Source: an optimization exercise on an open RTL-to-GDS flow (aim: small area, a short achievable clock period and few clock cycles). Production flows keep margins and buffers that such runs may drop. In this exercise RTL edits were held to simulation tests only and were not proved equivalent to the original. Power and IR drop assume default switching activity.

==> flow/design.v <==
package bra_pkg;
   localparam int MAX_BITS   = 1024;
   localparam int WORD_BITS  = 32;
   localparam int WORD_COUNT = (MAX_BITS + WORD_BITS - 1) / WORD_BITS;
   localparam int WADDR_W    = $clog2(WORD_COUNT);
   localparam int BPOS_W     = $clog2(WORD_BITS);
   localparam int CMD_W      = 3;
   localparam int IDX_W      = 10;
   localparam int CNT_W      = 11;
   typedef enum logic [CMD_W-1:0] {
      CMD_MARK       = 3'd0,
      CMD_CLEAR      = 3'd1,
      CMD_TEST       = 3'd2,
      CMD_FIND_MARK  = 3'd3,
      CMD_FIND_FIRST = 3'd4,
      CMD_FIND_LAST  = 3'd5
   } cmd_type;
   typedef enum logic [2:0] {
      ST_IDLE,
      ST_DECODE,
      ST_BIT_MOD,
      ST_SCAN
   } state_type;
   typedef struct packed {
      logic              hit;
      logic [BPOS_W-1:0] pos;
      logic [CNT_W-1:0]  run_out;
   } eval_type;
endpackage
module bra_ram #(
   parameter int WIDTH = 32,
   parameter int DEPTH = 32
) (
   input  logic                     clock,
   input  logic                     wr_en,
   input  logic [$clog2(DEPTH)-1:0] wr_addr,
   input  logic [WIDTH-1:0]         wr_data,
   input  logic                     rd_en,
   input  logic [$clog2(DEPTH)-1:0] rd_addr,
   output logic [WIDTH-1:0]         rd_data
);
   logic [WIDTH-1:0] mem_ff [DEPTH];
   logic [WIDTH-1:0] rd_data_ff;
   always_ff @(posedge clock) begin
      if (wr_en) begin
         mem_ff[wr_addr] <= wr_data;
      end
      if (rd_en) begin
         rd_data_ff <= mem_ff[rd_addr];
      end
   end
   assign rd_data = rd_data_ff;
endmodule
import bra_pkg::*;
module bra_word_eval
(
   input  logic [bra_pkg::WORD_BITS-1:0] word_bits,
   input  logic [bra_pkg::CNT_W-1:0]     carry_run,
   input  logic [bra_pkg::CNT_W-1:0]     run_len,
   output bra_pkg::eval_type             eval
);
   always_comb begin
      logic [BPOS_W-1:0]    last_pos;
      logic                 any_set;
      logic [CNT_W:0]       run_j;
      logic [CNT_W:0]       run_last;
      logic [WORD_BITS-1:0] hit_vec;
      run_last = '0;
      hit_vec  = '0;
      for (int j = 0; j < WORD_BITS; j++) begin
         any_set  = 1'b0;
         last_pos = '0;
         for (int k = 0; k < WORD_BITS; k++) begin
            if (k <= j && word_bits[k]) begin
               any_set  = 1'b1;
               last_pos = BPOS_W'(k);
            end
         end
         if (any_set) begin
            run_j = (CNT_W+1)'(j) - (CNT_W+1)'(last_pos);
         end else begin
            run_j = {1'b0, carry_run} + (CNT_W+1)'(j + 1);
         end
         hit_vec[j] = run_j >= {1'b0, run_len};
         if (j == WORD_BITS - 1) begin
            run_last = run_j;
         end
      end
      eval.hit     = |hit_vec;
      eval.pos     = '0;
      eval.run_out = run_last[CNT_W-1:0];
      for (int j = WORD_BITS - 1; j >= 0; j--) begin
         if (hit_vec[j]) begin
            eval.pos = BPOS_W'(j);
         end
      end
   end
endmodule
import bra_pkg::*;
module bitmap_run_allocator
(
   input  logic              clock,
   input  logic              reset,
   input  logic              start,
   output logic              busy,
   input  logic [bra_pkg::CMD_W-1:0]  req_command,
   input  logic [bra_pkg::IDX_W-1:0]  req_bit_index,
   input  logic [bra_pkg::CNT_W-1:0]  req_run_length,
   output logic              rsp_strobe,
   output logic              rsp_found,
   output logic [bra_pkg::IDX_W-1:0]  rsp_result_index,
   output logic              rsp_bit_value,
   output logic [bra_pkg::CNT_W-1:0]  rsp_free_count,
   output logic              rsp_index_error,
   input  logic              csr_wr_en,
   input  logic [bra_pkg::CNT_W-1:0]  csr_wr_data
);
   bra_pkg::state_type              state_ff, state_in;
   bra_pkg::cmd_type                cmd_ff, cmd_in;
   logic [IDX_W-1:0]       idx_ff, idx_in;
   logic [CNT_W-1:0]       len_ff, len_in;
   logic [CNT_W-1:0]       scan_len_ff, scan_len_in;
   logic                   fwd_ff, fwd_in;
   logic [CNT_W-1:0]       num_bits_ff, num_bits_in;
   logic [CNT_W-1:0]       count_ff, count_in;
   logic [WORD_COUNT-1:0]  valid_ff, valid_in;
   logic [WADDR_W-1:0]     rd_ptr_ff, rd_ptr_in;
   logic [WADDR_W:0]       rd_left_ff, rd_left_in;
   logic [WADDR_W-1:0]     ev_addr_ff, ev_addr_in;
   logic                   rd_vld_ff, rd_vld_in;
   logic                   ev_last_ff, ev_last_in;
   logic [CNT_W-1:0]       run_ff, run_in;
   logic                   rsp_strobe_ff, rsp_strobe_in;
   logic                   rsp_found_ff, rsp_found_in;
   logic [IDX_W-1:0]       rsp_index_ff, rsp_index_in;
   logic                   rsp_bval_ff, rsp_bval_in;
   logic [CNT_W-1:0]       rsp_free_ff, rsp_free_in;
   logic                   rsp_err_ff, rsp_err_in;
   logic                   ram_wr_en;
   logic [WADDR_W-1:0]     ram_wr_addr;
   logic [WORD_BITS-1:0]   ram_wr_data;
   logic                   ram_rd_en;
   logic [WADDR_W-1:0]     ram_rd_addr;
   logic [WORD_BITS-1:0]   ram_rd_data;
   logic [WORD_BITS-1:0]   word_eff;
   logic [WORD_BITS-1:0]   scan_word;
   bra_pkg::eval_type               eval;
   logic [WADDR_W-1:0]     top_word;
   logic [WADDR_W:0]       word_total;
   logic [BPOS_W-1:0]      hit_local;
   logic [IDX_W-1:0]       hit_glob;
   logic [CNT_W:0]         res_wide;
   logic                   bit_cur;
   logic                   accept;
   logic [CNT_W-1:0]       csr_clamped;
   bra_ram #(
      .WIDTH (WORD_BITS),
      .DEPTH (WORD_COUNT)
   ) u_map_ram (
      .clock   (clock),
      .wr_en   (ram_wr_en),
      .wr_addr (ram_wr_addr),
      .wr_data (ram_wr_data),
      .rd_en   (ram_rd_en),
      .rd_addr (ram_rd_addr),
      .rd_data (ram_rd_data)
   );
   bra_word_eval u_word_eval (
      .word_bits (scan_word),
      .carry_run (run_ff),
      .run_len   (scan_len_ff),
      .eval      (eval)
   );
   assign busy     = state_ff != ST_IDLE;
   assign accept   = start && !busy;
   assign word_eff = valid_ff[ev_addr_ff] ? ram_rd_data : '0;
   assign bit_cur  = word_eff[idx_ff[BPOS_W-1:0]];
   assign top_word = WADDR_W'((num_bits_ff - CNT_W'(1)) >> BPOS_W);
   assign word_total = {1'b0, top_word} + (WADDR_W+1)'(1);
   assign hit_local  = fwd_ff ? eval.pos : ~eval.pos;
   assign hit_glob   = IDX_W'({ev_addr_ff, hit_local});
   always_comb begin
      logic [BPOS_W-1:0]  p_local;
      logic [IDX_W-1:0]   p_glob;
      for (int j = 0; j < WORD_BITS; j++) begin
         p_local = fwd_ff ? BPOS_W'(j) : BPOS_W'(WORD_BITS - 1 - j);
         p_glob  = IDX_W'({ev_addr_ff, p_local});
         scan_word[j] = word_eff[p_local] || (CNT_W'(p_glob) >= num_bits_ff);
      end
   end
   always_comb begin
      if (fwd_ff) begin
         res_wide = (CNT_W+1)'(hit_glob) + (CNT_W+1)'(1) - (CNT_W+1)'(scan_len_ff);
      end else begin
         res_wide = (CNT_W+1)'(hit_glob) + (CNT_W+1)'(scan_len_ff) - (CNT_W+1)'(1);
      end
   end
   always_comb begin
      if (csr_wr_data == '0) begin
         csr_clamped = CNT_W'(1);
      end else if (csr_wr_data > CNT_W'(MAX_BITS)) begin
         csr_clamped = CNT_W'(MAX_BITS);
      end else begin
         csr_clamped = csr_wr_data;
      end
   end
   always_comb begin
      state_in    = state_ff;
      cmd_in      = cmd_ff;
      idx_in      = idx_ff;
      len_in      = len_ff;
      scan_len_in = scan_len_ff;
      fwd_in      = fwd_ff;
      num_bits_in = num_bits_ff;
      count_in    = count_ff;
      valid_in    = valid_ff;
      rd_ptr_in   = rd_ptr_ff;
      rd_left_in  = rd_left_ff;
      ev_addr_in  = ev_addr_ff;
      rd_vld_in   = 1'b0;
      ev_last_in  = ev_last_ff;
      run_in      = run_ff;
      rsp_strobe_in = 1'b0;
      rsp_found_in  = 1'b0;
      rsp_index_in  = '0;
      rsp_bval_in   = 1'b0;
      rsp_err_in    = 1'b0;
      ram_wr_en   = 1'b0;
      ram_wr_addr = ev_addr_ff;
      ram_wr_data = word_eff;
      ram_rd_en   = 1'b0;
      ram_rd_addr = rd_ptr_ff;
      unique case (state_ff)
         ST_IDLE: begin
            if (accept) begin
               cmd_in   = bra_pkg::cmd_type'(req_command);
               idx_in   = req_bit_index;
               len_in   = req_run_length;
               state_in = ST_DECODE;
            end
         end
         ST_DECODE: begin
            unique case (cmd_ff)
               CMD_MARK, CMD_CLEAR, CMD_TEST: begin
                  if (CNT_W'(idx_ff) >= num_bits_ff) begin
                     rsp_strobe_in = 1'b1;
                     rsp_err_in    = 1'b1;
                     state_in      = ST_IDLE;
                  end else begin
                     ram_rd_en   = 1'b1;
                     ram_rd_addr = idx_ff[BPOS_W +: WADDR_W];
                     ev_addr_in  = idx_ff[BPOS_W +: WADDR_W];
                     state_in    = ST_BIT_MOD;
                  end
               end
               CMD_FIND_MARK, CMD_FIND_FIRST, CMD_FIND_LAST: begin
                  if (cmd_ff != CMD_FIND_MARK &&
                      (len_ff == '0 || len_ff > num_bits_ff)) begin
                     rsp_strobe_in = 1'b1;
                     state_in      = ST_IDLE;
                  end else begin
                     scan_len_in = (cmd_ff == CMD_FIND_MARK) ? CNT_W'(1) : len_ff;
                     fwd_in      = cmd_ff != CMD_FIND_LAST;
                     rd_ptr_in   = (cmd_ff != CMD_FIND_LAST) ? '0 : top_word;
                     rd_left_in  = word_total;
                     run_in      = '0;
                     ev_last_in  = 1'b0;
                     state_in    = ST_SCAN;
                  end
               end
               default: begin
                  rsp_strobe_in = 1'b1;
                  state_in      = ST_IDLE;
               end
            endcase
         end
         ST_BIT_MOD: begin
            rsp_strobe_in = 1'b1;
            state_in      = ST_IDLE;
            unique case (cmd_ff)
               CMD_MARK: begin
                  if (!bit_cur) begin
                     ram_wr_en   = 1'b1;
                     ram_wr_data = word_eff | (WORD_BITS'(1) << idx_ff[BPOS_W-1:0]);
                     if (count_ff != '0) begin
                        count_in = count_ff - CNT_W'(1);
                     end
                  end
               end
               CMD_CLEAR: begin
                  if (bit_cur) begin
                     ram_wr_en   = 1'b1;
                     ram_wr_data = word_eff & ~(WORD_BITS'(1) << idx_ff[BPOS_W-1:0]);
                     count_in    = count_ff + CNT_W'(1);
                  end
               end
               default: begin
                  rsp_bval_in = bit_cur;
               end
            endcase
         end
         ST_SCAN: begin
            if (rd_left_ff != '0) begin
               ram_rd_en   = 1'b1;
               ram_rd_addr = rd_ptr_ff;
               ev_addr_in  = rd_ptr_ff;
               rd_ptr_in   = fwd_ff ? rd_ptr_ff + WADDR_W'(1) : rd_ptr_ff - WADDR_W'(1);
               rd_left_in  = rd_left_ff - (WADDR_W+1)'(1);
               rd_vld_in   = 1'b1;
               ev_last_in  = rd_left_ff == (WADDR_W+1)'(1);
            end
            if (rd_vld_ff) begin
               run_in = eval.run_out;
               if (eval.hit) begin
                  rsp_strobe_in = 1'b1;
                  rsp_found_in  = 1'b1;
                  rsp_index_in  = res_wide[IDX_W-1:0];
                  rd_vld_in     = 1'b0;
                  state_in      = ST_IDLE;
                  if (cmd_ff == CMD_FIND_MARK) begin
                     ram_wr_en   = 1'b1;
                     ram_wr_data = word_eff | (WORD_BITS'(1) << hit_local);
                     if (count_ff != '0) begin
                        count_in = count_ff - CNT_W'(1);
                     end
                  end
               end else if (ev_last_ff) begin
                  rsp_strobe_in = 1'b1;
                  rd_vld_in     = 1'b0;
                  state_in      = ST_IDLE;
               end
            end
         end
         default: begin
            state_in = ST_IDLE;
         end
      endcase
      if (ram_wr_en) begin
         valid_in[ram_wr_addr] = 1'b1;
      end
      rsp_free_in = count_in;
      if (csr_wr_en) begin
         num_bits_in = csr_clamped;
         count_in    = csr_clamped;
         valid_in    = '0;
      end
   end
   always_ff @(posedge clock) begin
      if (reset) begin
         state_ff      <= ST_IDLE;
         num_bits_ff   <= CNT_W'(MAX_BITS);
         count_ff      <= CNT_W'(MAX_BITS);
         valid_ff      <= '0;
         rd_vld_ff     <= 1'b0;
         rsp_strobe_ff <= 1'b0;
      end else begin
         state_ff      <= state_in;
         num_bits_ff   <= num_bits_in;
         count_ff      <= count_in;
         valid_ff      <= valid_in;
         rd_vld_ff     <= rd_vld_in;
         rsp_strobe_ff <= rsp_strobe_in;
      end
   end
   always_ff @(posedge clock) begin
      cmd_ff       <= cmd_in;
      idx_ff       <= idx_in;
      len_ff       <= len_in;
      scan_len_ff  <= scan_len_in;
      fwd_ff       <= fwd_in;
      rd_ptr_ff    <= rd_ptr_in;
      rd_left_ff   <= rd_left_in;
      ev_addr_ff   <= ev_addr_in;
      ev_last_ff   <= ev_last_in;
      run_ff       <= run_in;
      rsp_found_ff <= rsp_found_in;
      rsp_index_ff <= rsp_index_in;
      rsp_bval_ff  <= rsp_bval_in;
      rsp_free_ff  <= rsp_free_in;
      rsp_err_ff   <= rsp_err_in;
   end
   assign rsp_strobe       = rsp_strobe_ff;
   assign rsp_found        = rsp_found_ff;
   assign rsp_result_index = rsp_index_ff;
   assign rsp_bit_value    = rsp_bval_ff;
   assign rsp_free_count   = rsp_free_ff;
   assign rsp_index_error  = rsp_err_ff;
endmodule
==> flow/run.sh <==
#!/bin/bash
# synth_recipe.tcl (not shown) runs the flow's synth.tcl, then flattens the netlist and writes it again
# the make line also repeats each setting of config.mk as NAME=value (left out here)
make -C /OpenROAD-flow-scripts/flow DESIGN_CONFIG=/design/flow/config.mk WORK_HOME=/design/flow/orfs CLKGATE_MAP_FILE= SYNTH_SCRIPT=/design/flow/synth_recipe.tcl finish
==> flow/config.mk <==
export PLATFORM = sky130hd
export DESIGN_NAME = bitmap_run_allocator
export DESIGN_NICKNAME = bitmap_run_allocator
export VERILOG_FILES = /design/flow/design.v
export SDC_FILE = /design/flow/constraint.sdc
export NUM_CORES = 4
export LEC_CHECK = 0
export CAP_MARGIN = 20
export CORE_MARGIN = 2
export CORE_UTILIZATION = 40
export SLEW_MARGIN = 20
==> flow/constraint.sdc <==
create_clock -name core_clock -period 11.0 [get_ports {clock}]
set_input_delay 2.2000 -clock core_clock [delete_from_list [all_inputs] [get_ports {clock}]]
set_output_delay 2.2000 -clock core_clock [all_outputs]
set_load 0.01 [all_outputs]
==> flow_summary.json <==
{
  "ys_seq_area_share_pct": 52.2,
  "ys_seq_elements": 1202,
  "cts_tree": "yes",
  "p_int_uw": 8630,
  "antenna_found_initial": 3,
  "path_depth": 47,
  "grt_max_degree": 95,
  "slowest_stage": "o31ai_1",
  "portBuffers": 64,
  "vias": 49600,
  "grtUsageTotal_pct": 28.2,
  "tightest_slew_ps": 1270,
  "max_slew_margin_pct": 15.5,
  "status": "complete, no violations",
  "tns_ps": 0,
  "synth_flop_cell": "edfxtp_1",
  "ctsRootBufferMaster": "clkbuf_16",
  "fmax_mhz": 95.6,
  "cp.required_ps": 11620,
  "gp_congestion": 1.05,
  "layout.nets": 6105,
  "post-route-period-util_pct": 95.1,
  "grt_pass1_wl_um": 352000,
  "avgSynthCellArea_um2": 12.5,
  "wl_um": 248000,
  "die-area_um2": 172000,
  "clk_pin_slew_worst_paths_ps": 70,
  "p_leak_uw": 0.0273,
  "initial_core_util_pct": 40.4,
  "ir_drop_mv": 0.153,
  "synth_edf_count": 1120,
  "hold_viol": 0,
  "netlist_area_um2": 67600,
  "synth-async-reset-ratio_pct": 0,
  "hold_depth": 2,
  "die_h_um": 415,
  "synth_warnings": 3,
  "period_needed_ps": 10460,
  "r2r_end": "rsp_index_ff[9]$_SDFF_PN0_",
  "clock_sinks": 1202,
  "hp-start": "valid_ff[13]$_SDFFE_PP0P_",
  "drt_iter0_drc": 5599,
  "p_sw_share_pct": 30.5,
  "syn_nets": 5919,
  "worstHoldEndpoint": "valid_ff[13]$_SDFFE_PP0P_",
  "syn_to_final_growth_pct": 13.2,
  "holdBufCountCts": 0,
  "finalSetupViolCount": 0,
  "tritoncts.num_buffers": 120,
  "drive_gt1_share_pct": 15.9,
  "cpPeakStageDelay_ps": 550,
  "r2r-start": "ev_addr_ff[0]$_DFFE_PP_",
  "yosys.cell_types.count": 104,
  "power.switching_uw": 3790,
  "endpoint_kind": "flip-flop",
  "critPathMostFrequentCell": "a21o_1",
  "hold_path_class": "reg2reg",
  "comb_power_share_pct": 24.5,
  "insertion_delay_ps": 790,
  "start_kind": "flip-flop",
  "crit_buf_inv": 6,
  "path_class": "reg2reg",
  "die_w_um": 415,
  "power.density_nw_per_um2": 162,
  "wl_per_cell_um": 31.4,
  "core_um2": 167000,
  "grt-ovfl-total": 0,
  "rows": 150,
  "sequentialPowerShare_pct": 42.1,
  "slew_violations": 0,
  "reg2reg_depth": 47,
  "r2r_slack_ps": 540,
  "clkPwrFrac_pct": 33.4,
  "total_power_uw": 12400,
  "htree_levels": 3,
  "hpwl_um": 169000,
  "synthCells": 5397,
  "via_per_inst": 6.28,
  "grt_pass1_vias": 47600,
  "cp_max_fo": 19,
  "ant_nets": 0,
  "critPathTopFamily": "compound AO/OA/AOI/OAI gates",
  "fin_skew_ps": 78.0,
  "clk_path_buf_depth": 3,
  "first_pass_iters": 6,
  "drcViolationCount": 0,
  "ios": 65,
  "cp.arrival_ps": 11080,
  "utilization_pct": 45.7,
  "place_inst": 7655,
  "maxCapViolations": 0,
  "fin_cells": 7895
}
worst register-to-register path: cells and delay by family (launching register included):
kind                       cells  cell delay [ps]
adders and majority gates      4              990
AOI/OAI and AO/OA             21             5170
DFF                            1              520
and+or+nand+nor               12             1650
xor gates and xnor gates       3              510
buffers and inverters          6             1130
muxes                          1              360
sequential cells by signal, summed over array words and instances (netlist names), 11 cells and up:
signal	count
u_map_ram.mem_ff	1024
scan_len_ff	11
len_ff	11
run_ff	11
rsp_free_ff	11
valid_ff	32
num_bits_ff	11
u_map_ram.rd_data_ff	32
count_ff	11
repair_timing:
action | in CTS | in global routing
buffers inserted | 0 | 9
gates resized for setup | 0 | 5
setup endpoints to repair | 0 | 3
layer usage:
metal | part of all wire, % | vias to the layer above | track usage (%)
met5 | 0.013 | - | 0
met3 | 6.9 | 589 | 3.54
li1 | - | 21400 | -
met1 | 41 | 25000 | 37.7
met4 | 5.6 | 4 | 13.6
met2 | 47 | 2537 | 45.6
cell usage in the layout (no fill, tap or decap), types with 30 or more instances in the layout:
master           synthesis  final
a211oi_1                45     44
o21a_1                  38     38
a22oi_1                149    149
mux4_2                 264    264
nand2b_1                73     73
mux2i_1                 49     47
a21oi_1                236    232
dfxtp_1                 82     82
nand2_1                332    332
nand4_1                 62     62
clkbuf_16                0    121
xnor2_1                170    168
clkinv_1                 3     30
nand3_1                100    100
o21ai_0                271    264
clkdlybuf4s50_1          0     64
a31oi_1                 62     61
edfxtp_1              1120   1120
nor2_1                 485    452
nor2_4                   0     32
a21o_1                 102    102
nor2b_1                 57     55
inv_1                  128    125
buf_4                    5    277
xor2_1                 100     98
nor3_1                  92     83
ha_1                   480    480
power by group through the flow:
stage / clock network (uW) / logic, uW / registers, uW
final: 4150 / 3050 / 5230
after global routing: 4390 / 3280 / 5230
after CTS: 4210 / 2990 / 5220
after detailed placement: 0 / 2970 / 5320
after global placement: 0 / 2950 / 5320
after floorplan: 0 / 1880 / 5290
final cells by class:
class | instances | area [um2]
fill | 15100 | 90900
sequential | 1202 | 35300
multi-input combinational | 3782 | 31200
clock buffer | 155 | 3210
timing repair buffer | 344 | 2770
tap | 2204 | 2760
clock inverter | 73 | 798
inverter | 133 | 499
antenna | 2 | 5.00
worst max-delay path by stage:
| stage | startpoint | end | slack (ps) |
|---|---|---|---|
| global placement | ev_addr_ff[0]$_DFFE_PP_ | rsp_index_ff[9]$_SDFF_PN0_ | 410 |
| finish | ev_addr_ff[0]$_DFFE_PP_ | rsp_index_ff[9]$_SDFF_PN0_ | 540 |
| detailed placement | ev_addr_ff[0]$_DFFE_PP_ | rsp_index_ff[9]$_SDFF_PN0_ | 250 |
| global route | ev_addr_ff[0]$_DFFE_PP_ | rsp_index_ff[9]$_SDFF_PN0_ | -20 |
| CTS | ev_addr_ff[0]$_DFFE_PP_ | rsp_index_ff[9]$_SDFF_PN0_ | 200 |
| floorplan | fwd_ff$_DFFE_PP_ | u_map_ram.mem_ff[24][0]$_DFFE_PP_ | 1440 |
through the flow:
step | hold WS [ps] | setup slack, ps | cell area (um2)
after floorplan | 420 | 1440 | 67600
after global placement | 447 | 408 | 72300
after detailed placement | 451 | 251 | 72300
after CTS | 465 | 202 | 76300
after global routing | 505 | -22.9 | 76500
final | 466 | 539 | 76500
synth_stat cells (25+ instances only):
master | count | area [um2]
a21oi_1 | 236 | 1180
a31oi_1 | 62 | 388
mux4_2 | 264 | 5950
ha_1 | 480 | 6010
nand2_1 | 332 | 1250
buf_1 | 36 | 135
a221oi_1 | 26 | 228
nand2b_1 | 73 | 457
mux2_2 | 25 | 282
or2_2 | 26 | 163
xor2_1 | 100 | 876
a211oi_1 | 45 | 338
nor2b_1 | 57 | 357
o21a_1 | 38 | 285
edfxtp_1 | 1120 | 33600
a22o_1 | 29 | 254
dfxtp_1 | 82 | 1640
nand3_1 | 100 | 500
clkbuf_1 | 219 | 822
nor2_1 | 485 | 1820
mux2i_1 | 49 | 490
xnor2_1 | 170 | 1490
and2_1 | 29 | 181
and3_1 | 27 | 169
inv_1 | 128 | 480
o211ai_1 | 27 | 203
a21o_1 | 102 | 766
o21ai_0 | 271 | 1360
nor4_1 | 28 | 175
nor3_1 | 92 | 460
a22oi_1 | 149 | 1120
nand4_1 | 62 | 388
logic make-up (layout without fill, tap and decap cells):
kind of cell	Yosys count	after routing	synth area share [%]
compound gates	1281	1281	13.0
flops	1202	1202	52.2
fa+ha+maj	483	483	8.98
buf+inv	413	705	2.40
other cells	0	2	0
simple gates	1406	1406	9.92
mux	339	339	9.96
xor+xnor	273	273	3.57
Testbench counts, summed over its fixed seeds: cycles 239,492.

[static timing again, ports no longer ideal]
In the flow no input, the clock included, has a driving cell. The finished layout below was timed again as built, in two steps.
Step 1: set_driving_cell puts a clkbuf_16 on clock and a buf_2 on each other input, an assumption about the parent block.
Step 2 moves the port delays by t, midway between the first and last clock arrival at a register: inputs arrive t later, outputs are due t later. That takes back most of the time a late clock gives input paths.
Three values: no drivers, after step 1, after step 2; two values: the first two.
t (ns): 0.837
slack for setup (ns): 0.539 / 0.539 / 0.539
hold WS [ns]: 0.466 / 0.466 / 0.466
worst setup path at the end: register to register
worst slew at a driven data input, ns: 0.06
After both steps setup and hold are still met in this run. The setup slack of this run moves by 0.000 ns with the drivers and by 0.000 ns with both steps.
